This design comes from an exercise in tuning for small area, a short achievable clock period and few clock cycles on the open sky130 flow, not from production work. Only simulation tests tie the RTL to the original design; equivalence was not proved. Power and IR drop assume default switching activity.

## flow/design.v (module list and top-level ports; edited modules follow where they fit)
// module csc_apb_regs: 50 lines
// module csc_sequencer: 91 lines
// module chroma_upsampler: 76 lines
// module fir_a: 292 lines
// module fir_b: 4 lines
// module rgb_matrix: 62 lines
// module pix_s0: 863 lines
// module pix_s1: 95 lines
// module csc_top: 72 lines
// module csc_chip: 35 lines
module csc_chip (
	input logic CLOCK_50_I,
	input logic resetn,
	input logic psel,
	input logic penable,
	input logic pwrite,
	input logic [7:0] paddr,
	input logic [31:0] pwdata,
	output logic [31:0] prdata,
	output logic pready,
	output logic pslverr,
	output logic mem_en,
	output logic mem_we,
	output logic [17:0] mem_addr,
	output logic [15:0] mem_wdata,
	input logic [15:0] mem_rdata
);
  // ...
==> flow/run.sh <==
#!/bin/bash
# synth_recipe.tcl (not shown) runs the flow's synth.tcl, then flattens the netlist and writes it again
# the make line also repeats each setting of config.mk as NAME=value (left out here)
make -C /OpenROAD-flow-scripts/flow DESIGN_CONFIG=/design/flow/config.mk WORK_HOME=/design/flow/orfs CLKGATE_MAP_FILE= SYNTH_SCRIPT=/design/flow/synth_recipe.tcl finish
==> flow/config.mk <==
export PLATFORM = sky130hd
export DESIGN_NAME = csc_chip
export DESIGN_NICKNAME = csc_chip
export VERILOG_FILES = /design/flow/design.v
export SDC_FILE = /design/flow/constraint.sdc
export NUM_CORES = 4
export LEC_CHECK = 0
export CAP_MARGIN = 20
export CORE_MARGIN = 2
export CORE_UTILIZATION = 65
export PLACE_DENSITY = 0.75
export SETUP_SLACK_MARGIN = 5
export SLEW_MARGIN = 20
==> flow/constraint.sdc <==
create_clock -name core_clock -period 10.0 [get_ports {CLOCK_50_I}]
set_input_delay 2.0000 -clock core_clock [delete_from_list [all_inputs] [get_ports {CLOCK_50_I}]]
set_output_delay 2.0000 -clock core_clock [all_outputs]
set_load 0.01 [all_outputs]
==> flow_metrics.env, run 1 <==
export IMPL_async_reset_ff_share_pct=5.79
export IMPL_holdWs_ns=0.441
export IMPL_insertion_delay_ns=0.55
export IMPL_tap_cells=455
export IMPL_grt_start_max_net_pins=62
export IMPL_multi_input_cells=1301
export IMPL_drive_gt1_share_pct=7.98
export IMPL_initial_core_util_pct=65.6
export IMPL_drcViolationCount=0
export IMPL_final_common_cell="inv_1"
export IMPL_crit_path_frequent_cell="fa_1"
export IMPL_synthMuxAreaShare_pct=4.88
export IMPL_cts_max_level=2
export IMPL_synth_seq_area_share_pct=37.4
export IMPL_cp_num_buf_inv=2
export IMPL_path_max_fanout=5
export IMPL_maxPowerGroup="combinational logic"
export IMPL_vias=15100
export IMPL_stdcell_count=2675
export IMPL_multi_input_area_share_pct=49.0
export IMPL_reg2reg_depth=13
export IMPL_rows=68
export IMPL_synth_simple_area_share_pct=8.76
export IMPL_status="finished clean"
export IMPL_cpMaxStageDelayCell="a21oi_1"
export IMPL_dp_cells=2583
export IMPL_synth_edf_count=176
export IMPL_grt_busiest_layer="met2"
export IMPL_io_pins=131
export IMPL_clkCellAreaFrac_pct=4.59
export IMPL_met2_usage_pct=46.1
export IMPL_pwr_share_clk_pct=21.4
export IMPL_hold_path_class="register to register"
export IMPL_seq_cells=328
export IMPL_final_hold_viol_count=0
export IMPL_drv_cap=0
export IMPL_cp_depth=13
export IMPL_synth_adder_area_share_pct=28.2
export IMPL_synth_top_cell_by_area="edfxtp_1"
export IMPL_synth_top_family_by_area="adder cells"
export IMPL_worstPathCellList="inv_1 > fa_1 > fa_1 > fa_1 > inv_1 > fa_1 > ha_1 > a21o_1 > a21oi_1 > nand2_1 > a21oi_1 > or3_1 > nand4_1"
export IMPL_p_comb_share_pct=48.2
Testbench counts, summed over its fixed seeds: cycles 384,256.
==> module csc_sequencer, before the edit <==
module csc_sequencer (
	input logic CLOCK_50_I,
	input logic resetn,
	input logic start,
	input logic [13:0] pairs,
	output logic pair_inc,
	output logic run_end,
	output logic mem_en,
	output logic mem_we,
	output logic [17:0] mem_addr,
	output logic [9:0] ph,  
	output logic edge_first,  
	output logic edge_b38,  
	output logic edge_last  
);
	localparam logic [4:0] J2 = 5'b00011;  
	logic active;
	logic [4:0] j;
	logic [1:0] pro;  
	logic [5:0] wb;  
	logic [15:0] rgb;  
	logic [15:0] addr_q;
	logic c_ok;
	logic [15:0] c_addr;
	logic [13:0] y_next;
	logic wr_set;  
	assign ph[0] = !j[4] && !j[0];
	assign ph[1] = j[0] && !j[1];
	assign ph[2] = j[1] && !j[2];
	assign ph[3] = j[2] && !j[3];
	assign ph[4] = j[3] && !j[4];
	assign ph[5] = j[4] && j[0];
	assign ph[6] = !j[0] && j[1];
	assign ph[7] = !j[1] && j[2];
	assign ph[8] = !j[2] && j[3];
	assign ph[9] = !j[3] && j[4];
	assign c_ok = (pairs < 14'd9594);
	always_comb begin
		if (pro != 2'd0)
			c_addr = (ph[2] ? 16'(csc_pkg::U_BASE + 3) : 16'(csc_pkg::V_BASE + 3)) - {14'd0, pro};
		else
			c_addr = (ph[2] ? 16'(csc_pkg::U_BASE + 3) : 16'(csc_pkg::V_BASE + 3)) + {3'd0, pairs[13:1]};
	end
	assign y_next = pairs + 14'd1;  
	assign wr_set = ph[9] || ph[1] || ph[3] || ph[4] || ph[6] || ph[8];
	assign pair_inc = active && (pro == 2'd0) && (ph[4] || ph[9]);
	assign run_end = active && ph[0] && (pairs == 14'(csc_pkg::PAIRS));
	assign mem_addr = {2'b00, addr_q};
	always_ff @(posedge CLOCK_50_I or negedge resetn) begin
		if (!resetn) begin
			active <= 1'b0;
			mem_en <= 1'b0;
		end else begin
			if (start) active <= 1'b1;
			else if (run_end) active <= 1'b0;
			mem_en <= 1'b0;
			if (active && !run_end) begin
				if (ph[2] || ph[7]) mem_en <= c_ok;
				if (ph[0] || wr_set) mem_en <= (pro == 2'd0);
				if (ph[5]) mem_en <= !pro[1];
			end
		end
	end
	always_ff @(posedge CLOCK_50_I) begin
		j <= {j[3:0], !j[4]};
		if (ph[4]) begin
			wb <= edge_last ? 6'd0 : wb + 6'd1;
			edge_first <= edge_last;
			edge_last <= edge_b38;
			edge_b38 <= (wb == 6'd37);
		end
		if (ph[9] && pro != 2'd0) pro <= pro - 2'd1;
		mem_we <= wr_set;
		if (wr_set) begin
			addr_q <= rgb;
			rgb <= rgb + 16'd1;
		end
		if (ph[2] || ph[7]) addr_q <= c_addr;
		if (ph[0]) addr_q <= {2'd0, y_next};
		if (ph[5]) addr_q <= pro[0] ? 16'd0 : {2'd0, y_next};
		if (start) begin
			j <= J2;
			pro <= 2'd3;
			wb <= 6'd37;
			edge_first <= 1'b0;
			edge_last <= 1'b0;
			edge_b38 <= 1'b0;
			rgb <= 16'(csc_pkg::RGB_BASE - 17);  
		end
	end
endmodule
==> module fir_a, before the edit <==
module fir_a (input [8:0] s1, input [8:0] s2, input [8:0] s3, output [9:0] ra, output [9:0] rb, output rc);
wire f_s1;
wire f_c2;
wire f_s3;
wire f_c4;
wire f_s5;
wire f_c6;
wire f_s7;
wire f_c8;
wire f_s9;
wire f_c10;
wire f_s11;
wire f_c12;
wire f_s13;
wire f_c14;
wire f_s15;
wire f_c16;
wire f_s17;
wire f_c18;
wire f_s19;
wire f_c20;
wire f_s21;
wire f_c22;
wire f_s23;
wire f_c24;
wire f_s25;
wire f_c26;
wire f_s27;
wire f_c28;
wire f_s29;
wire f_c30;
wire f_s31;
wire f_c32;
wire f_s33;
wire f_c34;
wire f_s35;
wire f_c36;
wire f_s37;
wire f_c38;
wire f_s39;
wire f_c40;
wire f_s41;
wire f_c42;
wire f_s43;
wire f_c44;
wire f_s45;
wire f_c46;
wire f_s47;
wire f_c48;
wire f_s49;
wire f_c50;
wire f_s51;
wire f_c52;
wire f_s53;
wire f_c54;
wire f_s55;
wire f_c56;
wire f_s57;
wire f_c58;
wire f_s59;
wire f_c60;
wire f_s61;
wire f_c62;
wire f_s63;
wire f_c64;
wire f_s65;
wire f_c66;
wire f_s67;
wire f_c68;
wire f_s69;
wire f_c70;
wire f_s71;
wire f_c72;
wire f_s73;
wire f_c74;
wire f_s75;
wire f_c76;
wire f_s77;
wire f_c78;
wire f_s79;
wire f_c80;
wire f_s81;
wire f_c82;
wire f_s83;
wire f_c84;
wire f_s85;
wire f_c86;
wire f_s87;
wire f_c88;
wire f_s89;
wire f_c90;
wire f_s91;
wire f_c92;
wire f_s93;
wire f_c94;
wire f_s95;
wire f_c96;
wire f_s97;
wire f_c98;
wire f_s99;
wire f_c100;
wire f_s101;
wire f_c102;
wire f_s103;
wire f_c104;
wire f_s105;
wire f_c106;
wire f_s107;
wire f_c108;
wire f_s109;
wire f_c110;
wire f_s111;
wire f_c112;
wire f_s113;
wire f_c114;
wire f_s115;
wire f_c116;
wire f_s117;
wire f_c118;
wire f_s119;
wire f_c120;
wire f_s121;
wire f_c122;
wire f_s123;
wire f_c124;
wire f_s125;
wire f_c126;
wire f_s127;
wire f_c128;
wire f_s129;
wire f_c130;
wire f_s131;
wire f_c132;
wire f_s133;
wire f_c134;
wire f_s135;
wire f_c136;
wire f_s137;
wire f_c138;
wire f_s139;
wire f_c140;
wire f_s141;
wire f_c142;
assign f_s1 = s1[7] ^ s1[5];
assign f_c2 = s1[7] & s1[5];
assign f_s3 = s1[8] ^ s1[6];
assign f_c4 = s1[8] & s1[6];
assign f_s5 = s1[5] ^ s1[3];
assign f_c6 = s1[5] & s1[3];
assign f_s7 = s1[6] ^ s1[4] ^ s1[2];
assign f_c8 = (s1[6] & s1[4]) | (s1[2] & (s1[6] ^ s1[4]));
assign f_s9 = ~s2[4] ^ s2[2] ^ ~s2[0];
assign f_c10 = (~s2[4] & s2[2]) | (~s2[0] & (~s2[4] ^ s2[2]));
assign f_s11 = f_s1 ^ s1[3] ^ ~s2[5];
assign f_c12 = (f_s1 & s1[3]) | (~s2[5] & (f_s1 ^ s1[3]));
assign f_s13 = s2[3] ^ ~s2[1] ^ ~s3[7];
assign f_c14 = (s2[3] & ~s2[1]) | (~s3[7] & (s2[3] ^ ~s2[1]));
assign f_s15 = s3[2] ^ s3[0];
assign f_c16 = s3[2] & s3[0];
assign f_s17 = f_c2 ^ f_s3 ^ s1[4];
assign f_c18 = (f_c2 & f_s3) | (s1[4] & (f_c2 ^ f_s3));
assign f_s19 = ~s2[6] ^ s2[4] ^ ~s2[2];
assign f_c20 = (~s2[6] & s2[4]) | (~s2[2] & (~s2[6] ^ s2[4]));
assign f_s21 = ~s3[8] ^ s3[3] ^ s3[1];
assign f_c22 = (~s3[8] & s3[3]) | (s3[1] & (~s3[8] ^ s3[3]));
assign f_s23 = f_c4 ^ s1[7] ^ s1[5];
assign f_c24 = (f_c4 & s1[7]) | (s1[5] & (f_c4 ^ s1[7]));
assign f_s25 = ~s2[7] ^ s2[5] ^ ~s2[3];
assign f_c26 = (~s2[7] & s2[5]) | (~s2[3] & (~s2[7] ^ s2[5]));
assign f_s27 = s3[4] ^ s3[2] ^ 1'b1;
assign f_c28 = (s3[4] & s3[2]) | (1'b1 & (s3[4] ^ s3[2]));
assign f_s29 = s1[8] ^ s1[6] ^ ~s2[8];
assign f_c30 = (s1[8] & s1[6]) | (~s2[8] & (s1[8] ^ s1[6]));
assign f_s31 = s2[6] ^ ~s2[4] ^ s3[5];
assign f_c32 = (s2[6] & ~s2[4]) | (s3[5] & (s2[6] ^ ~s2[4]));
assign f_s33 = s3[3] ^ 1'b1;
assign f_c34 = s3[3] & 1'b1;
assign f_s35 = s1[7] ^ s2[7] ^ ~s2[5];
assign f_c36 = (s1[7] & s2[7]) | (~s2[5] & (s1[7] ^ s2[7]));
assign f_s37 = s1[8] ^ s2[8];
assign f_c38 = s1[8] & s2[8];
assign f_s39 = s1[2] ^ s1[0];
assign f_c40 = s1[2] & s1[0];
assign f_s41 = s1[3] ^ s1[1];
assign f_c42 = s1[3] & s1[1];
assign f_s43 = s1[4] ^ s1[2] ^ s1[0];
assign f_c44 = (s1[4] & s1[2]) | (s1[0] & (s1[4] ^ s1[2]));
assign f_s45 = ~s2[2] ^ s2[0];
assign f_c46 = ~s2[2] & s2[0];
assign f_s47 = f_s5 ^ s1[1] ^ ~s2[3];
assign f_c48 = (f_s5 & s1[1]) | (~s2[3] & (f_s5 ^ s1[1]));
assign f_s49 = s2[1] ^ ~s3[5] ^ s3[0];
assign f_c50 = (s2[1] & ~s3[5]) | (s3[0] & (s2[1] ^ ~s3[5]));
assign f_s51 = f_c6 ^ f_s7 ^ f_s9;
assign f_c52 = (f_c6 & f_s7) | (f_s9 & (f_c6 ^ f_s7));
assign f_s53 = ~s3[6] ^ s3[1] ^ 1'b1;
assign f_c54 = (~s3[6] & s3[1]) | (1'b1 & (~s3[6] ^ s3[1]));
assign f_s55 = f_c8 ^ f_c10 ^ f_s11;
assign f_c56 = (f_c8 & f_c10) | (f_s11 & (f_c8 ^ f_c10));
assign f_s57 = f_s13 ^ f_s15 ^ 1'b1;
assign f_c58 = (f_s13 & f_s15) | (1'b1 & (f_s13 ^ f_s15));
assign f_s59 = f_c12 ^ f_c14 ^ f_c16;
assign f_c60 = (f_c12 & f_c14) | (f_c16 & (f_c12 ^ f_c14));
assign f_s61 = f_s17 ^ f_s19 ^ f_s21;
assign f_c62 = (f_s17 & f_s19) | (f_s21 & (f_s17 ^ f_s19));
assign f_s63 = f_c18 ^ f_c20 ^ f_c22;
assign f_c64 = (f_c18 & f_c20) | (f_c22 & (f_c18 ^ f_c20));
assign f_s65 = f_s23 ^ f_s25 ^ f_s27;
assign f_c66 = (f_s23 & f_s25) | (f_s27 & (f_s23 ^ f_s25));
assign f_s67 = f_c24 ^ f_c26 ^ f_c28;
assign f_c68 = (f_c24 & f_c26) | (f_c28 & (f_c24 ^ f_c26));
assign f_s69 = f_s29 ^ f_s31 ^ f_s33;
assign f_c70 = (f_s29 & f_s31) | (f_s33 & (f_s29 ^ f_s31));
assign f_s71 = f_c30 ^ f_c32 ^ f_c34;
assign f_c72 = (f_c30 & f_c32) | (f_c34 & (f_c30 ^ f_c32));
assign f_s73 = f_s35 ^ s3[6] ^ s3[4];
assign f_c74 = (f_s35 & s3[6]) | (s3[4] & (f_s35 ^ s3[6]));
assign f_s75 = f_c36 ^ f_s37 ^ ~s2[6];
assign f_c76 = (f_c36 & f_s37) | (~s2[6] & (f_c36 ^ f_s37));
assign f_s77 = s3[7] ^ s3[5] ^ 1'b1;
assign f_c78 = (s3[7] & s3[5]) | (1'b1 & (s3[7] ^ s3[5]));
assign f_s79 = f_c38 ^ ~s2[7] ^ s3[8];
assign f_c80 = (f_c38 & ~s2[7]) | (s3[8] & (f_c38 ^ ~s2[7]));
assign f_s81 = s3[6] ^ 1'b1;
assign f_c82 = s3[6] & 1'b1;
assign f_s83 = ~s2[8] ^ s3[7];
assign f_c84 = ~s2[8] & s3[7];
assign f_s85 = f_s39 ^ ~s2[0];
assign f_c86 = f_s39 & ~s2[0];
assign f_s87 = f_c40 ^ f_s41 ^ ~s2[1];
assign f_c88 = (f_c40 & f_s41) | (~s2[1] & (f_c40 ^ f_s41));
assign f_s89 = f_c42 ^ f_s43 ^ f_s45;
assign f_c90 = (f_c42 & f_s43) | (f_s45 & (f_c42 ^ f_s43));
assign f_s91 = f_c44 ^ f_c46 ^ f_s47;
assign f_c92 = (f_c44 & f_c46) | (f_s47 & (f_c44 ^ f_c46));
assign f_s93 = f_c48 ^ f_c50 ^ f_s51;
assign f_c94 = (f_c48 & f_c50) | (f_s51 & (f_c48 ^ f_c50));
assign f_s95 = f_c52 ^ f_c54 ^ f_s55;
assign f_c96 = (f_c52 & f_c54) | (f_s55 & (f_c52 ^ f_c54));
assign f_s97 = f_c56 ^ f_c58 ^ f_s59;
assign f_c98 = (f_c56 & f_c58) | (f_s59 & (f_c56 ^ f_c58));
assign f_s99 = f_c60 ^ f_c62 ^ f_s63;
assign f_c100 = (f_c60 & f_c62) | (f_s63 & (f_c60 ^ f_c62));
assign f_s101 = f_c64 ^ f_c66 ^ f_s67;
assign f_c102 = (f_c64 & f_c66) | (f_s67 & (f_c64 ^ f_c66));
assign f_s103 = f_c68 ^ f_c70 ^ f_s71;
assign f_c104 = (f_c68 & f_c70) | (f_s71 & (f_c68 ^ f_c70));
assign f_s105 = f_c72 ^ f_c74 ^ f_s75;
assign f_c106 = (f_c72 & f_c74) | (f_s75 & (f_c72 ^ f_c74));
assign f_s107 = f_c76 ^ f_c78 ^ f_s79;
assign f_c108 = (f_c76 & f_c78) | (f_s79 & (f_c76 ^ f_c78));
assign f_s109 = f_c80 ^ f_c82 ^ f_s83;
assign f_c110 = (f_c80 & f_c82) | (f_s83 & (f_c80 ^ f_c82));
assign f_s111 = s1[0] ^ ~s3[0];
assign f_c112 = s1[0] & ~s3[0];
assign f_s113 = s1[1] ^ ~s3[1];
assign f_c114 = s1[1] & ~s3[1];
assign f_s115 = f_s85 ^ ~s3[2] ^ 1'b1;
assign f_c116 = (f_s85 & ~s3[2]) | (1'b1 & (f_s85 ^ ~s3[2]));
assign f_s117 = f_c86 ^ f_s87 ^ ~s3[3];
assign f_c118 = (f_c86 & f_s87) | (~s3[3] & (f_c86 ^ f_s87));
assign f_s119 = f_c88 ^ f_s89 ^ ~s3[4];
assign f_c120 = (f_c88 & f_s89) | (~s3[4] & (f_c88 ^ f_s89));
assign f_s121 = f_c90 ^ f_s91 ^ f_s49;
assign f_c122 = (f_c90 & f_s91) | (f_s49 & (f_c90 ^ f_s91));
assign f_s123 = f_c92 ^ f_s93 ^ f_s53;
assign f_c124 = (f_c92 & f_s93) | (f_s53 & (f_c92 ^ f_s93));
assign f_s125 = f_c94 ^ f_s95 ^ f_s57;
assign f_c126 = (f_c94 & f_s95) | (f_s57 & (f_c94 ^ f_s95));
assign f_s127 = f_c96 ^ f_s97 ^ f_s61;
assign f_c128 = (f_c96 & f_s97) | (f_s61 & (f_c96 ^ f_s97));
assign f_s129 = f_c98 ^ f_s99 ^ f_s65;
assign f_c130 = (f_c98 & f_s99) | (f_s65 & (f_c98 ^ f_s99));
assign f_s131 = f_c100 ^ f_s101 ^ f_s69;
assign f_c132 = (f_c100 & f_s101) | (f_s69 & (f_c100 ^ f_s101));
assign f_s133 = f_c102 ^ f_s103 ^ f_s73;
assign f_c134 = (f_c102 & f_s103) | (f_s73 & (f_c102 ^ f_s103));
assign f_s135 = f_c104 ^ f_s105 ^ f_s77;
assign f_c136 = (f_c104 & f_s105) | (f_s77 & (f_c104 ^ f_s105));
assign f_s137 = f_c106 ^ f_s107 ^ f_s81;
assign f_c138 = (f_c106 & f_s107) | (f_s81 & (f_c106 ^ f_s107));
assign f_s139 = f_c108 ^ f_s109 ^ 1'b1;
assign f_c140 = (f_c108 & f_s109) | (1'b1 & (f_c108 ^ f_s109));
assign f_s141 = f_c110 ^ f_c84 ^ s3[8];
assign f_c142 = (f_c110 & f_c84) | (s3[8] & (f_c110 ^ f_c84));
wire [17:0] fa = {1'b1, f_c142, f_c140, f_c138, f_c136, f_c134, f_c132, f_c130, f_c128, f_c126, f_c124, f_c122, f_c120, f_c118, f_c116, f_c114, f_c112, f_s111};
wire [17:0] fb = {1'b0, 1'b1, f_s141, f_s139, f_s137, f_s135, f_s133, f_s131, f_s129, f_s127, f_s125, f_s123, f_s121, f_s119, f_s117, f_s115, f_s113, 1'b1};
wire [8:0] fc = {1'b0, fa[7:0]} + {1'b0, fb[7:0]};
assign ra = fa[17:8];
assign rb = fb[17:8];
assign rc = fc[8];
endmodule
==> run 2: changes to the inputs <==
--- a/flow/design.v
+++ b/flow/design.v
@@ -95,10 +95,15 @@
 	assign ph[9] = !j[3] && j[4];
 	assign c_ok = (pairs < 14'd9594);
 	always_comb begin
-		if (pro != 2'd0)
-			c_addr = (ph[2] ? 16'(csc_pkg::U_BASE + 3) : 16'(csc_pkg::V_BASE + 3)) - {14'd0, pro};
-		else
-			c_addr = (ph[2] ? 16'(csc_pkg::U_BASE + 3) : 16'(csc_pkg::V_BASE + 3)) + {3'd0, pairs[13:1]};
+		case ({ph[2], pro})
+			3'b001: c_addr = 16'(csc_pkg::V_BASE + 2);
+			3'b010: c_addr = 16'(csc_pkg::V_BASE + 1);
+			3'b011: c_addr = 16'(csc_pkg::V_BASE);
+			3'b101: c_addr = 16'(csc_pkg::U_BASE + 2);
+			3'b110: c_addr = 16'(csc_pkg::U_BASE + 1);
+			3'b111: c_addr = 16'(csc_pkg::U_BASE);
+			default: c_addr = (ph[2] ? 16'(csc_pkg::U_BASE + 3) : 16'(csc_pkg::V_BASE + 3)) + {3'd0, pairs[13:1]};
+		endcase
 	end
 	assign y_next = pairs + 14'd1;  
 	assign wr_set = ph[9] || ph[1] || ph[3] || ph[4] || ph[6] || ph[8];
@@ -268,12 +273,12 @@
 wire f_c40;
 wire f_s41;
 wire f_c42;
-wire f_s43;
-wire f_c44;
-wire f_s45;
-wire f_c46;
-wire f_s47;
-wire f_c48;
+wire f_n43;
+wire f_s44;
+wire f_c45;
+wire f_s46;
+wire f_c47;
+wire f_n48;
 wire f_s49;
 wire f_c50;
 wire f_s51;
@@ -282,60 +287,60 @@
 wire f_c54;
 wire f_s55;
 wire f_c56;
-wire f_s57;
-wire f_c58;
-wire f_s59;
-wire f_c60;
-wire f_s61;
-wire f_c62;
+wire f_n57;
+wire f_s58;
+wire f_c59;
+wire f_s60;
+wire f_c61;
+wire f_n62;
 wire f_s63;
 wire f_c64;
 wire f_s65;
 wire f_c66;
-wire f_s67;
-wire f_c68;
-wire f_s69;
-wire f_c70;
-wire f_s71;
-wire f_c72;
+wire f_n67;
+wire f_s68;
+wire f_c69;
+wire f_s70;
+wire f_c71;
+wire f_n72;
 wire f_s73;
 wire f_c74;
 wire f_s75;
 wire f_c76;
-wire f_s77;
-wire f_c78;
-wire f_s79;
-wire f_c80;
-wire f_s81;
-wire f_c82;
-wire f_s83;
-wire f_c84;
+wire f_n77;
+wire f_s78;
+wire f_c79;
+wire f_s80;
+wire f_c81;
+wire f_s82;
+wire f_c83;
+wire f_n84;
 wire f_s85;
 wire f_c86;
 wire f_s87;
 wire f_c88;
-wire f_s89;
-wire f_c90;
-wire f_s91;
-wire f_c92;
+wire f_n89;
+wire f_s90;
+wire f_c91;
+wire f_n92;
 wire f_s93;
 wire f_c94;
-wire f_s95;
-wire f_c96;
-wire f_s97;
-wire f_c98;
+wire f_n95;
+wire f_s96;
+wire f_c97;
+wire f_n98;
 wire f_s99;
 wire f_c100;
-wire f_s101;
-wire f_c102;
-wire f_s103;
-wire f_c104;
+wire f_n101;
+wire f_s102;
+wire f_c103;
+wire f_n104;
 wire f_s105;
 wire f_c106;
-wire f_s107;
-wire f_c108;
-wire f_s109;
-wire f_c110;
+wire f_n107;
+wire f_s108;
+wire f_c109;
+wire f_n110;
 wire f_s111;
 wire f_c112;
 wire f_s113;
@@ -344,174 +349,208 @@
 wire f_c116;
 wire f_s117;
 wire f_c118;
-wire f_s119;
-wire f_c120;
-wire f_s121;
-wire f_c122;
+wire f_n119;
+wire f_s120;
+wire f_c121;
+wire f_n122;
 wire f_s123;
 wire f_c124;
 wire f_s125;
 wire f_c126;
-wire f_s127;
-wire f_c128;
-wire f_s129;
-wire f_c130;
+wire f_n127;
+wire f_s128;
+wire f_c129;
+wire f_n130;
 wire f_s131;
 wire f_c132;
-wire f_s133;
-wire f_c134;
-wire f_s135;
-wire f_c136;
+wire f_n133;
+wire f_s134;
+wire f_c135;
+wire f_n136;
 wire f_s137;
 wire f_c138;
-wire f_s139;
-wire f_c140;
-wire f_s141;
-wire f_c142;
-assign f_s1 = s1[7] ^ s1[5];
-assign f_c2 = s1[7] & s1[5];
-assign f_s3 = s1[8] ^ s1[6];
-assign f_c4 = s1[8] & s1[6];
-assign f_s5 = s1[5] ^ s1[3];
-assign f_c6 = s1[5] & s1[3];
+wire f_n139;
+wire f_s140;
+wire f_c141;
+wire f_n142;
+wire f_s143;
+wire f_c144;
+wire f_n145;
+wire f_s146;
+wire f_c147;
+wire f_n148;
+wire f_s149;
+wire f_c150;
+wire f_n151;
+wire f_s152;
+wire f_c153;
+wire f_n154;
+wire f_s155;
+wire f_c156;
+wire f_n157;
+wire f_s158;
+wire f_c159;
+assign f_s1 = s1[8] ^ s1[6];
+assign f_c2 = s1[8] & s1[6];
+assign f_s3 = s1[5] ^ s1[3];
+assign f_c4 = s1[5] & s1[3];
+assign f_s5 = s2[4] ^ s2[0] ^ s3[6];
+assign f_c6 = (s2[4] & s2[0]) | (s3[6] & (s2[4] ^ s2[0]));
 assign f_s7 = s1[6] ^ s1[4] ^ s1[2];
 assign f_c8 = (s1[6] & s1[4]) | (s1[2] & (s1[6] ^ s1[4]));
-assign f_s9 = ~s2[4] ^ s2[2] ^ ~s2[0];
-assign f_c10 = (~s2[4] & s2[2]) | (~s2[0] & (~s2[4] ^ s2[2]));
-assign f_s11 = f_s1 ^ s1[3] ^ ~s2[5];
-assign f_c12 = (f_s1 & s1[3]) | (~s2[5] & (f_s1 ^ s1[3]));
-assign f_s13 = s2[3] ^ ~s2[1] ^ ~s3[7];
-assign f_c14 = (s2[3] & ~s2[1]) | (~s3[7] & (s2[3] ^ ~s2[1]));
-assign f_s15 = s3[2] ^ s3[0];
-assign f_c16 = s3[2] & s3[0];
-assign f_s17 = f_c2 ^ f_s3 ^ s1[4];
-assign f_c18 = (f_c2 & f_s3) | (s1[4] & (f_c2 ^ f_s3));
-assign f_s19 = ~s2[6] ^ s2[4] ^ ~s2[2];
-assign f_c20 = (~s2[6] & s2[4]) | (~s2[2] & (~s2[6] ^ s2[4]));
-assign f_s21 = ~s3[8] ^ s3[3] ^ s3[1];
-assign f_c22 = (~s3[8] & s3[3]) | (s3[1] & (~s3[8] ^ s3[3]));
-assign f_s23 = f_c4 ^ s1[7] ^ s1[5];
-assign f_c24 = (f_c4 & s1[7]) | (s1[5] & (f_c4 ^ s1[7]));
-assign f_s25 = ~s2[7] ^ s2[5] ^ ~s2[3];
-assign f_c26 = (~s2[7] & s2[5]) | (~s2[3] & (~s2[7] ^ s2[5]));
-assign f_s27 = s3[4] ^ s3[2] ^ 1'b1;
-assign f_c28 = (s3[4] & s3[2]) | (1'b1 & (s3[4] ^ s3[2]));
-assign f_s29 = s1[8] ^ s1[6] ^ ~s2[8];
-assign f_c30 = (s1[8] & s1[6]) | (~s2[8] & (s1[8] ^ s1[6]));
-assign f_s31 = s2[6] ^ ~s2[4] ^ s3[5];
-assign f_c32 = (s2[6] & ~s2[4]) | (s3[5] & (s2[6] ^ ~s2[4]));
-assign f_s33 = s3[3] ^ 1'b1;
-assign f_c34 = s3[3] & 1'b1;
-assign f_s35 = s1[7] ^ s2[7] ^ ~s2[5];
-assign f_c36 = (s1[7] & s2[7]) | (~s2[5] & (s1[7] ^ s2[7]));
-assign f_s37 = s1[8] ^ s2[8];
-assign f_c38 = s1[8] & s2[8];
-assign f_s39 = s1[2] ^ s1[0];
-assign f_c40 = s1[2] & s1[0];
-assign f_s41 = s1[3] ^ s1[1];
-assign f_c42 = s1[3] & s1[1];
-assign f_s43 = s1[4] ^ s1[2] ^ s1[0];
-assign f_c44 = (s1[4] & s1[2]) | (s1[0] & (s1[4] ^ s1[2]));
-assign f_s45 = ~s2[2] ^ s2[0];
-assign f_c46 = ~s2[2] & s2[0];
-assign f_s47 = f_s5 ^ s1[1] ^ ~s2[3];
-assign f_c48 = (f_s5 & s1[1]) | (~s2[3] & (f_s5 ^ s1[1]));
-assign f_s49 = s2[1] ^ ~s3[5] ^ s3[0];
-assign f_c50 = (s2[1] & ~s3[5]) | (s3[0] & (s2[1] ^ ~s3[5]));
-assign f_s51 = f_c6 ^ f_s7 ^ f_s9;
-assign f_c52 = (f_c6 & f_s7) | (f_s9 & (f_c6 ^ f_s7));
-assign f_s53 = ~s3[6] ^ s3[1] ^ 1'b1;
-assign f_c54 = (~s3[6] & s3[1]) | (1'b1 & (~s3[6] ^ s3[1]));
-assign f_s55 = f_c8 ^ f_c10 ^ f_s11;
-assign f_c56 = (f_c8 & f_c10) | (f_s11 & (f_c8 ^ f_c10));
-assign f_s57 = f_s13 ^ f_s15 ^ 1'b1;
-assign f_c58 = (f_s13 & f_s15) | (1'b1 & (f_s13 ^ f_s15));
-assign f_s59 = f_c12 ^ f_c14 ^ f_c16;
-assign f_c60 = (f_c12 & f_c14) | (f_c16 & (f_c12 ^ f_c14));
-assign f_s61 = f_s17 ^ f_s19 ^ f_s21;
-assign f_c62 = (f_s17 & f_s19) | (f_s21 & (f_s17 ^ f_s19));
-assign f_s63 = f_c18 ^ f_c20 ^ f_c22;
-assign f_c64 = (f_c18 & f_c20) | (f_c22 & (f_c18 ^ f_c20));
-assign f_s65 = f_s23 ^ f_s25 ^ f_s27;
-assign f_c66 = (f_s23 & f_s25) | (f_s27 & (f_s23 ^ f_s25));
-assign f_s67 = f_c24 ^ f_c26 ^ f_c28;
-assign f_c68 = (f_c24 & f_c26) | (f_c28 & (f_c24 ^ f_c26));
-assign f_s69 = f_s29 ^ f_s31 ^ f_s33;
-assign f_c70 = (f_s29 & f_s31) | (f_s33 & (f_s29 ^ f_s31));
-assign f_s71 = f_c30 ^ f_c32 ^ f_c34;
-assign f_c72 = (f_c30 & f_c32) | (f_c34 & (f_c30 ^ f_c32));
-assign f_s73 = f_s35 ^ s3[6] ^ s3[4];
-assign f_c74 = (f_s35 & s3[6]) | (s3[4] & (f_s35 ^ s3[6]));
-assign f_s75 = f_c36 ^ f_s37 ^ ~s2[6];
-assign f_c76 = (f_c36 & f_s37) | (~s2[6] & (f_c36 ^ f_s37));
-assign f_s77 = s3[7] ^ s3[5] ^ 1'b1;
-assign f_c78 = (s3[7] & s3[5]) | (1'b1 & (s3[7] ^ s3[5]));
-assign f_s79 = f_c38 ^ ~s2[7] ^ s3[8];
-assign f_c80 = (f_c38 & ~s2[7]) | (s3[8] & (f_c38 ^ ~s2[7]));
-assign f_s81 = s3[6] ^ 1'b1;
-assign f_c82 = s3[6] & 1'b1;
-assign f_s83 = ~s2[8] ^ s3[7];
-assign f_c84 = ~s2[8] & s3[7];
-assign f_s85 = f_s39 ^ ~s2[0];
-assign f_c86 = f_s39 & ~s2[0];
-assign f_s87 = f_c40 ^ f_s41 ^ ~s2[1];
-assign f_c88 = (f_c40 & f_s41) | (~s2[1] & (f_c40 ^ f_s41));
-assign f_s89 = f_c42 ^ f_s43 ^ f_s45;
-assign f_c90 = (f_c42 & f_s43) | (f_s45 & (f_c42 ^ f_s43));
-assign f_s91 = f_c44 ^ f_c46 ^ f_s47;
-assign f_c92 = (f_c44 & f_c46) | (f_s47 & (f_c44 ^ f_c46));
-assign f_s93 = f_c48 ^ f_c50 ^ f_s51;
-assign f_c94 = (f_c48 & f_c50) | (f_s51 & (f_c48 ^ f_c50));
-assign f_s95 = f_c52 ^ f_c54 ^ f_s55;
-assign f_c96 = (f_c52 & f_c54) | (f_s55 & (f_c52 ^ f_c54));
-assign f_s97 = f_c56 ^ f_c58 ^ f_s59;
-assign f_c98 = (f_c56 & f_c58) | (f_s59 & (f_c56 ^ f_c58));
-assign f_s99 = f_c60 ^ f_c62 ^ f_s63;
-assign f_c100 = (f_c60 & f_c62) | (f_s63 & (f_c60 ^ f_c62));
-assign f_s101 = f_c64 ^ f_c66 ^ f_s67;
-assign f_c102 = (f_c64 & f_c66) | (f_s67 & (f_c64 ^ f_c66));
-assign f_s103 = f_c68 ^ f_c70 ^ f_s71;
-assign f_c104 = (f_c68 & f_c70) | (f_s71 & (f_c68 ^ f_c70));
-assign f_s105 = f_c72 ^ f_c74 ^ f_s75;
-assign f_c106 = (f_c72 & f_c74) | (f_s75 & (f_c72 ^ f_c74));
-assign f_s107 = f_c76 ^ f_c78 ^ f_s79;
-assign f_c108 = (f_c76 & f_c78) | (f_s79 & (f_c76 ^ f_c78));
-assign f_s109 = f_c80 ^ f_c82 ^ f_s83;
-assign f_c110 = (f_c80 & f_c82) | (f_s83 & (f_c80 ^ f_c82));
-assign f_s111 = s1[0] ^ ~s3[0];
-assign f_c112 = s1[0] & ~s3[0];
-assign f_s113 = s1[1] ^ ~s3[1];
-assign f_c114 = s1[1] & ~s3[1];
-assign f_s115 = f_s85 ^ ~s3[2] ^ 1'b1;
-assign f_c116 = (f_s85 & ~s3[2]) | (1'b1 & (f_s85 ^ ~s3[2]));
-assign f_s117 = f_c86 ^ f_s87 ^ ~s3[3];
-assign f_c118 = (f_c86 & f_s87) | (~s3[3] & (f_c86 ^ f_s87));
-assign f_s119 = f_c88 ^ f_s89 ^ ~s3[4];
-assign f_c120 = (f_c88 & f_s89) | (~s3[4] & (f_c88 ^ f_s89));
-assign f_s121 = f_c90 ^ f_s91 ^ f_s49;
-assign f_c122 = (f_c90 & f_s91) | (f_s49 & (f_c90 ^ f_s91));
-assign f_s123 = f_c92 ^ f_s93 ^ f_s53;
-assign f_c124 = (f_c92 & f_s93) | (f_s53 & (f_c92 ^ f_s93));
-assign f_s125 = f_c94 ^ f_s95 ^ f_s57;
-assign f_c126 = (f_c94 & f_s95) | (f_s57 & (f_c94 ^ f_s95));
-assign f_s127 = f_c96 ^ f_s97 ^ f_s61;
-assign f_c128 = (f_c96 & f_s97) | (f_s61 & (f_c96 ^ f_s97));
-assign f_s129 = f_c98 ^ f_s99 ^ f_s65;
-assign f_c130 = (f_c98 & f_s99) | (f_s65 & (f_c98 ^ f_s99));
-assign f_s131 = f_c100 ^ f_s101 ^ f_s69;
-assign f_c132 = (f_c100 & f_s101) | (f_s69 & (f_c100 ^ f_s101));
-assign f_s133 = f_c102 ^ f_s103 ^ f_s73;
-assign f_c134 = (f_c102 & f_s103) | (f_s73 & (f_c102 ^ f_s103));
-assign f_s135 = f_c104 ^ f_s105 ^ f_s77;
-assign f_c136 = (f_c104 & f_s105) | (f_s77 & (f_c104 ^ f_s105));
-assign f_s137 = f_c106 ^ f_s107 ^ f_s81;
-assign f_c138 = (f_c106 & f_s107) | (f_s81 & (f_c106 ^ f_s107));
-assign f_s139 = f_c108 ^ f_s109 ^ 1'b1;
-assign f_c140 = (f_c108 & f_s109) | (1'b1 & (f_c108 ^ f_s109));
-assign f_s141 = f_c110 ^ f_c84 ^ s3[8];
-assign f_c142 = (f_c110 & f_c84) | (s3[8] & (f_c110 ^ f_c84));
-wire [17:0] fa = {1'b1, f_c142, f_c140, f_c138, f_c136, f_c134, f_c132, f_c130, f_c128, f_c126, f_c124, f_c122, f_c120, f_c118, f_c116, f_c114, f_c112, f_s111};
-wire [17:0] fb = {1'b0, 1'b1, f_s141, f_s139, f_s137, f_s135, f_s133, f_s131, f_s129, f_s127, f_s125, f_s123, f_s121, f_s119, f_s117, f_s115, f_s113, 1'b1};
+assign f_s9 = s1[7] ^ s2[5] ^ s2[1];
+assign f_c10 = (s1[7] & s2[5]) | (s2[1] & (s1[7] ^ s2[5]));
+assign f_s11 = s1[5] ^ s1[3] ^ s2[3];
+assign f_c12 = (s1[5] & s1[3]) | (s2[3] & (s1[5] ^ s1[3]));
+assign f_s13 = s3[2] ^ s3[0];
+assign f_c14 = s3[2] & s3[0];
+assign f_s15 = s2[6] ^ s2[2] ^ s3[8];
+assign f_c16 = (s2[6] & s2[2]) | (s3[8] & (s2[6] ^ s2[2]));
+assign f_s17 = s1[7] ^ f_s1 ^ s1[4];
+assign f_c18 = (s1[7] & f_s1) | (s1[4] & (s1[7] ^ f_s1));
+assign f_s19 = s2[4] ^ s3[3] ^ s3[1];
+assign f_c20 = (s2[4] & s3[3]) | (s3[1] & (s2[4] ^ s3[3]));
+assign f_s21 = s2[7] ^ s2[3];
+assign f_c22 = s2[7] & s2[3];
+assign f_s23 = f_c2 ^ s1[7] ^ s1[5];
+assign f_c24 = (f_c2 & s1[7]) | (s1[5] & (f_c2 ^ s1[7]));
+assign f_s25 = s2[5] ^ s3[4] ^ s3[2];
+assign f_c26 = (s2[5] & s3[4]) | (s3[2] & (s2[5] ^ s3[4]));
+assign f_s27 = s2[8] ^ s2[4];
+assign f_c28 = s2[8] & s2[4];
+assign f_s29 = s1[8] ^ s1[6] ^ s2[6];
+assign f_c30 = (s1[8] & s1[6]) | (s2[6] & (s1[8] ^ s1[6]));
+assign f_s31 = s3[5] ^ s3[3];
+assign f_c32 = s3[5] & s3[3];
+assign f_s33 = s1[7] ^ s2[7] ^ s3[6];
+assign f_c34 = (s1[7] & s2[7]) | (s3[6] & (s1[7] ^ s2[7]));
+assign f_s35 = s1[3] ^ s1[1];
+assign f_c36 = s1[3] & s1[1];
+assign f_s37 = s1[4] ^ s1[2] ^ s1[0];
+assign f_c38 = (s1[4] & s1[2]) | (s1[0] & (s1[4] ^ s1[2]));
+assign f_s39 = s2[2] ^ s3[4];
+assign f_c40 = s2[2] | s3[4];
+assign f_s41 = f_s3 ^ s1[1] ^ s2[1];
+assign f_c42 = (f_s3 & s1[1]) | (s2[1] & (f_s3 ^ s1[1]));
+assign f_n43 = ~s3[0];
+assign f_s44 = s2[3] ^ s3[5] ^ f_n43;
+assign f_c45 = (s2[3] & s3[5]) | (f_n43 & (s2[3] ^ s3[5]));
+assign f_s46 = f_c4 ^ f_s7 ^ s2[2];
+assign f_c47 = (f_c4 & f_s7) | (s2[2] & (f_c4 ^ f_s7));
+assign f_n48 = ~s3[1];
+assign f_s49 = f_s5 ^ f_n48;
+assign f_c50 = f_s5 & f_n48;
+assign f_s51 = f_c6 ^ f_s9 ^ s3[7];
+assign f_c52 = (f_c6 & f_s9) | (s3[7] & (f_c6 ^ f_s9));
+assign f_s53 = f_c8 ^ f_s11 ^ f_s13;
+assign f_c54 = (f_c8 & f_s11) | (f_s13 & (f_c8 ^ f_s11));
+assign f_s55 = f_c12 ^ f_c14 ^ f_s17;
+assign f_c56 = (f_c12 & f_c14) | (f_s17 & (f_c12 ^ f_c14));
+assign f_n57 = ~f_s19;
+assign f_s58 = f_c10 ^ f_s15 ^ f_n57;
+assign f_c59 = (f_c10 & f_s15) | (f_n57 & (f_c10 ^ f_s15));
+assign f_s60 = f_c18 ^ f_c20 ^ f_s23;
+assign f_c61 = (f_c18 & f_c20) | (f_s23 & (f_c18 ^ f_c20));
+assign f_n62 = ~f_s25;
+assign f_s63 = f_c16 ^ f_s21 ^ f_n62;
+assign f_c64 = (f_c16 & f_s21) | (f_n62 & (f_c16 ^ f_s21));
+assign f_s65 = f_c24 ^ f_c26 ^ f_s29;
+assign f_c66 = (f_c24 & f_c26) | (f_s29 & (f_c24 ^ f_c26));
+assign f_n67 = ~f_s31;
+assign f_s68 = f_c22 ^ f_s27 ^ f_n67;
+assign f_c69 = (f_c22 & f_s27) | (f_n67 & (f_c22 ^ f_s27));
+assign f_s70 = f_c30 ^ f_c32 ^ f_s33;
+assign f_c71 = (f_c30 & f_c32) | (f_s33 & (f_c30 ^ f_c32));
+assign f_n72 = ~s3[4];
+assign f_s73 = f_c28 ^ s2[5] ^ f_n72;
+assign f_c74 = (f_c28 & s2[5]) | (f_n72 & (f_c28 ^ s2[5]));
+assign f_s75 = f_c34 ^ s2[8] ^ s3[7];
+assign f_c76 = (f_c34 & s2[8]) | (s3[7] & (f_c34 ^ s2[8]));
+assign f_n77 = ~s3[5];
+assign f_s78 = s1[8] ^ s2[6] ^ f_n77;
+assign f_c79 = (s1[8] & s2[6]) | (f_n77 & (s1[8] ^ s2[6]));
+assign f_s80 = s1[8] ^ s3[8] ^ s3[6];
+assign f_c81 = (s1[8] & s3[8]) | (s3[6] & (s1[8] ^ s3[8]));
+assign f_s82 = s1[2] ^ s2[0];
+assign f_c83 = s1[2] | s2[0];
+assign f_n84 = ~s2[1];
+assign f_s85 = s1[2] ^ f_s35 ^ f_n84;
+assign f_c86 = (s1[2] & f_s35) | (f_n84 & (s1[2] ^ f_s35));
+assign f_s87 = f_c36 ^ f_s37 ^ f_s39;
+assign f_c88 = (f_c36 & f_s37) | (f_s39 & (f_c36 ^ f_s37));
+assign f_n89 = ~f_c40;
+assign f_s90 = f_c38 ^ f_s41 ^ f_n89;
+assign f_c91 = (f_c38 & f_s41) | (f_n89 & (f_c38 ^ f_s41));
+assign f_n92 = ~f_c45;
+assign f_s93 = f_c42 ^ f_s46 ^ f_n92;
+assign f_c94 = (f_c42 & f_s46) | (f_n92 & (f_c42 ^ f_s46));
+assign f_n95 = ~f_c50;
+assign f_s96 = f_c47 ^ f_s53 ^ f_n95;
+assign f_c97 = (f_c47 & f_s53) | (f_n95 & (f_c47 ^ f_s53));
+assign f_n98 = ~f_c52;
+assign f_s99 = f_c54 ^ f_s55 ^ f_n98;
+assign f_c100 = (f_c54 & f_s55) | (f_n98 & (f_c54 ^ f_s55));
+assign f_n101 = ~f_c59;
+assign f_s102 = f_c56 ^ f_s60 ^ f_n101;
+assign f_c103 = (f_c56 & f_s60) | (f_n101 & (f_c56 ^ f_s60));
+assign f_n104 = ~f_c64;
+assign f_s105 = f_c61 ^ f_s65 ^ f_n104;
+assign f_c106 = (f_c61 & f_s65) | (f_n104 & (f_c61 ^ f_s65));
+assign f_n107 = ~f_c69;
+assign f_s108 = f_c66 ^ f_s70 ^ f_n107;
+assign f_c109 = (f_c66 & f_s70) | (f_n107 & (f_c66 ^ f_s70));
+assign f_n110 = ~f_c74;
+assign f_s111 = f_c71 ^ f_s75 ^ f_n110;
+assign f_c112 = (f_c71 & f_s75) | (f_n110 & (f_c71 ^ f_s75));
+assign f_s113 = f_c76 ^ f_s80 ^ s2[7];
+assign f_c114 = (f_c76 & f_s80) | (s2[7] & (f_c76 ^ f_s80));
+assign f_s115 = f_c81 ^ s2[8] ^ s3[7];
+assign f_c116 = (f_c81 & s2[8]) | (s3[7] & (f_c81 ^ s2[8]));
+assign f_s117 = s1[1] ^ s3[1];
+assign f_c118 = s1[1] & ~s3[1];
+assign f_n119 = ~s3[2];
+assign f_s120 = f_s82 ^ s1[0] ^ f_n119;
+assign f_c121 = (f_s82 & s1[0]) | (f_n119 & (f_s82 ^ s1[0]));
+assign f_n122 = ~f_s85;
+assign f_s123 = f_c83 ^ s3[3] ^ f_n122;
+assign f_c124 = (f_c83 & s3[3]) | (f_n122 & (f_c83 ^ s3[3]));
+assign f_s125 = f_c86 ^ f_s87 ^ s2[0];
+assign f_c126 = (f_c86 & f_s87) | (s2[0] & (f_c86 ^ f_s87));
+assign f_n127 = ~f_s44;
+assign f_s128 = f_c88 ^ f_s90 ^ f_n127;
+assign f_c129 = (f_c88 & f_s90) | (f_n127 & (f_c88 ^ f_s90));
+assign f_n130 = ~f_s49;
+assign f_s131 = f_c91 ^ f_s93 ^ f_n130;
+assign f_c132 = (f_c91 & f_s93) | (f_n130 & (f_c91 ^ f_s93));
+assign f_n133 = ~f_s51;
+assign f_s134 = f_c94 ^ f_s96 ^ f_n133;
+assign f_c135 = (f_c94 & f_s96) | (f_n133 & (f_c94 ^ f_s96));
+assign f_n136 = ~f_s58;
+assign f_s137 = f_c97 ^ f_s99 ^ f_n136;
+assign f_c138 = (f_c97 & f_s99) | (f_n136 & (f_c97 ^ f_s99));
+assign f_n139 = ~f_s63;
+assign f_s140 = f_c100 ^ f_s102 ^ f_n139;
+assign f_c141 = (f_c100 & f_s102) | (f_n139 & (f_c100 ^ f_s102));
+assign f_n142 = ~f_s68;
+assign f_s143 = f_c103 ^ f_s105 ^ f_n142;
+assign f_c144 = (f_c103 & f_s105) | (f_n142 & (f_c103 ^ f_s105));
+assign f_n145 = ~f_s73;
+assign f_s146 = f_c106 ^ f_s108 ^ f_n145;
+assign f_c147 = (f_c106 & f_s108) | (f_n145 & (f_c106 ^ f_s108));
+assign f_n148 = ~f_s78;
+assign f_s149 = f_c109 ^ f_s111 ^ f_n148;
+assign f_c150 = (f_c109 & f_s111) | (f_n148 & (f_c109 ^ f_s111));
+assign f_n151 = ~f_c79;
+assign f_s152 = f_c112 ^ f_s113 ^ f_n151;
+assign f_c153 = (f_c112 & f_s113) | (f_n151 & (f_c112 ^ f_s113));
+assign f_n154 = ~s2[7];
+assign f_s155 = f_c114 ^ f_s115 ^ f_n154;
+assign f_c156 = (f_c114 & f_s115) | (f_n154 & (f_c114 ^ f_s115));
+assign f_n157 = ~s2[8];
+assign f_s158 = f_c116 ^ s3[8] ^ f_n157;
+assign f_c159 = (f_c116 & s3[8]) | (f_n157 & (f_c116 ^ s3[8]));
+wire [17:0] fa = {1'b1, f_c159, f_c156, f_c153, f_c150, f_c147, f_c144, f_c141, f_c138, f_c135, f_c132, f_c129, f_c126, ~f_c124, f_c121, f_c118, s1[0], ~s1[0]};
+wire [17:0] fb = {1'b0, 1'b1, f_s158, f_s155, f_s152, f_s149, f_s146, f_s143, f_s140, f_s137, f_s134, f_s131, f_s128, f_s125, ~f_s123, f_s120, ~f_s117, ~s3[0]};
 wire [8:0] fc = {1'b0, fa[7:0]} + {1'b0, fb[7:0]};
 assign ra = fa[17:8];
 assign rb = fb[17:8];
==> flow_metrics.env, run 2 <==
export IMPL_antenna_left=0
export IMPL_post_route_util_pct=73.7
export IMPL_initial_core_util_pct=66.2
export IMPL_synth_seq_area_share_pct=37.8
export IMPL_status="finished clean"
export IMPL_yosys_area_top_type_share_pct=23.7
export IMPL_finalWirelength_um=49100
export IMPL_synth_warnings=4
export IMPL_finalNetCount=2580
export IMPL_hold_depth=0
export IMPL_synth_area_um2=22300
export IMPL_path_max_fanout=4
export IMPL_grt_pass1_vias=15300
export IMPL_pwr_share_clk_pct=22.3
export IMPL_setup_tns_ns=0
export IMPL_finalCriticalPeriod_ns=4.89
export IMPL_final_max_slew_viol_count=0
export IMPL_power_internal_mw=3.56
export IMPL_gp_congestion=0.962
export IMPL_power_frac_seq_pct=31.2
export IMPL_cts_path_max_buffers=3
export IMPL_dieArea_um2=35800
export IMPL_vias=14800
export IMPL_grt_pass1_wl_um=80100
export IMPL_seq_area_um2=8420
export IMPL_fmax_ghz=0.205
export IMPL_multi_input_area_um2=12100
export IMPL_reg2reg_slack_ns=5.11
export IMPL_final_hold_viol_count=0
export IMPL_ys_seq_elements=328
export IMPL_async_reset_ff_share_pct=5.79
export IMPL_path_class="register to register"
export IMPL_p_sw_mw=2.24
export IMPL_clock_skew_ns=0.0341
export IMPL_synthTopCellsByArea="edfxtp_1 (24%), fa_1 (20%), dfxtp_1 (12%)"
export IMPL_drt_initial_drc_count=1159
export IMPL_cts_sinks=328
export IMPL_end_kind="register"
export IMPL_post_drt_wl_per_cell_um=18.8
export IMPL_dp_hpwl_um=37100
export IMPL_sw_frac_of_total_pct=38.6
export IMPL_dp_cells=2520
export IMPL_holdWs_ns=0.446
export IMPL_grt_start_max_net_pins=66
export IMPL_synth_top_cell_by_area="edfxtp_1"
export IMPL_grt_util_all_layers_pct=28.8
export IMPL_rows=67
export IMPL_synth_main_ff_cell="edfxtp_1"
export IMPL_syn_area_per_cell_um2=10.9
export IMPL_ys_top_cells_by_count="inv_1 (398), fa_1 (220), edfxtp_1 (176), ha_1 (162), dfxtp_1 (133)"
export IMPL_final_common_cell="inv_1"
export IMPL_insertion_delay_ns=0.55
export IMPL_critPathLaunchType="register"
export IMPL_clkTransAtPathRegs_ns=0.06
export IMPL_yosysMostFrequentCell="inv_1"
export IMPL_mostFrequentLayoutCells="inv_1 (394), fa_1 (219), edfxtp_1 (176)"
export IMPL_yosys_cell_types_count=70
export IMPL_drive_gt1_share_pct=8.27
export IMPL_io_pins=131
export IMPL_fill_cells=2327
export IMPL_cts_max_level=2
export IMPL_top_regs="u_csc.u_ups.wu x56, u_csc.u_ups.wv x56"
export IMPL_worstPathRequired_ns=10.43
export IMPL_reg2reg_depth=16
export IMPL_p_comb_share_pct=46.5
export IMPL_synth_edf_count=176
export IMPL_tightest_slew_ns=1.08
export IMPL_overflow=0
export IMPL_setup_viol=0
export IMPL_firstDrtPassIters=6
export IMPL_synth_cells=2047
export IMPL_coreArea_um2=33600
export IMPL_antenna_found_initial=0
export IMPL_rsz0062_at_grt="false"
export IMPL_cp_arrival_ns=5.31
export IMPL_finalCritPeriodShare_pct=48.9
export IMPL_portBuffers=78
export IMPL_fp_dieH_um=189
export IMPL_area_growth_pct=11.3
export IMPL_antenna_cells=0
export IMPL_hold_path_class="register to register"
export IMPL_drcViolationCount=0
export IMPL_drv_cap=0
export IMPL_leakage_nw=11.5
export IMPL_die_w_um=189
export IMPL_cts_buffers=36
export IMPL_cts_root_buf="clkbuf_16"
export IMPL_ir_worst_vdd_v=0.000190
export IMPL_cts_tree="yes"
export IMPL_via_per_inst=5.68
export IMPL_power_density_nw_per_um2=234
export IMPL_relSlewSlack_pct=27.9
export IMPL_stdcell_count=2613
## run 2: cell count changes after synthesis, moves of 6 or more
cell | previous run | this run
nand2_1 | 125 | 103
inv_1 | 413 | 398
nor2_1 | 133 | 120
o21ai_1 | 9 | 0
a21oi_1 | 79 | 87
mux2i_1 | 38 | 31
fa_1 | 214 | 220
## run 2: path summary, 6_finish.rpt
kind / end / start
worst max-delay path: u_csc.u_mat.cx2[4] / u_csc.u_mat.yw[11]
worst min-delay path: u_csc.u_ups.wv[20] / u_csc.u_ups.wv[28]
worst max register to register: u_csc.u_mat.cx2[4] / u_csc.u_mat.yw[11]
worst min register to register: u_csc.u_ups.wv[20] / u_csc.u_ups.wv[28]
max in group asynchronous: u_csc.u_regs.pairs[8] / resetn
min in group asynchronous: u_csc.u_regs.busy / resetn
## run 2: area by class of cell
| type | count | area share (%) |
|---|---|---|
| clock buffers | 52 | 4.08 |
| well taps | 448 | 2.26 |
| inverters | 401 | 6.11 |
| flip-flops and latches | 328 | 34.0 |
| repair inverters | 2 | 0.0505 |
| multi-input cells | 1259 | 48.8 |
| clock inverters | 14 | 0.641 |
| repair buffers | 109 | 4.09 |
## run 2: timing repair
action,4_1_cts,5_1_grt
cloned,1,1
endpoints found under the setup margin,12,10
pin swaps,0,3
setup buffers,3,22
hold buffers,0,0
resized for setup,3,9
## run 2: worst max-delay path: stages (launching register included)
cell and delay, ns:
edfxtp_1 0.64, clkinvlp_4 0.29, buf_4 0.22, fa_1 0.39, fa_1 0.52, inv_1 0.05, fa_1 0.47, inv_1 0.05
fa_1 0.50, inv_1 0.05, ha_1 0.32, a21o_1 0.17, a21oi_1 0.20, a31o_2 0.21, o211ai_1 0.14, o31a_1 0.33
or2_1 0.22
## run 2: per-layer routing
| metal | wire (µm) | vias up | global-route usage (%) | share of wire, % |
|---|---|---|---|---|
| met1 | 21200 | 7304 | 40.5 | 43 |
| met2 | 23100 | 538 | 46.8 | 47 |
| met5 | 0 | - | 0 | 0 |
| met4 | 1210 | 0 | 7.81 | 2.5 |
| met3 | 3540 | 84 | 4.99 | 7.2 |
| li1 | - | 6918 | - | - |
## run 2: logic make-up (layout without fill, tap and decap cells)
family | Yosys count | after routing | synth area share (%)
and+or+nand+nor | 379 | 379 | 8.13
xor gates and xnor gates | 71 | 71 | 2.79
other | 2 | 23 | 0.0337
DFF | 328 | 328 | 37.8
muxes | 90 | 90 | 4.78
AOI/OAI and AO/OA | 314 | 314 | 9.01
adders and majority gates | 382 | 382 | 28.9
buffers and inverters | 481 | 578 | 8.55
## run 2: power groups by stage
| stage | clock (mW) | sequential, mW | combinational (mW) |
|---|---|---|---|
| after floorplan | 0 | 1.81 | 1.87 |
| after global placement | 0 | 1.83 | 2.49 |
| after detailed placement | 0 | 1.84 | 2.58 |
| after CTS | 1.31 | 1.81 | 2.63 |
| after global routing | 1.37 | 1.83 | 3.08 |
| final | 1.29 | 1.81 | 2.70 |
## run 2: per-stage QoR
step                      cell area, µm²  total power [mW]  setup slack, ns
final                              24800              5.81             5.11
after global routing               24800              6.28             4.93
after CTS                          24500              5.76             5.00
after detailed placement           23300              4.42             4.71
after global placement             23300              4.32             4.80
after floorplan                    22300              3.67             5.33
Testbench counts of run 2, summed over its fixed seeds: cycles 384,256.

-- afterwards: timing with drivers on the ports --
Ports are ideal in the flow. The routed layouts listed here were re-timed in OpenROAD.
Step 1: set_driving_cell puts a clkbuf_16 on CLOCK_50_I and a buf_2 on each other input, an assumption about the parent block.
Step 2 adds t to the input delays and takes it off the output delays; t is the mean of the earliest and latest rising clock arrival at the registers after step 1. Input paths then give back, and output paths get back, about the clock's delay inside the block.
Three values: ideal ports, drivers, drivers and shift; two values: the first two.
run	shift t [ns]	slack for setup (ns)	pins driven straight from the clock port
run 1	0.589	5.156 / 5.156 / 5.156	1
run 2	0.585	5.112 / 5.112 / 5.112	1
After both steps setup and hold are still met in every run listed.
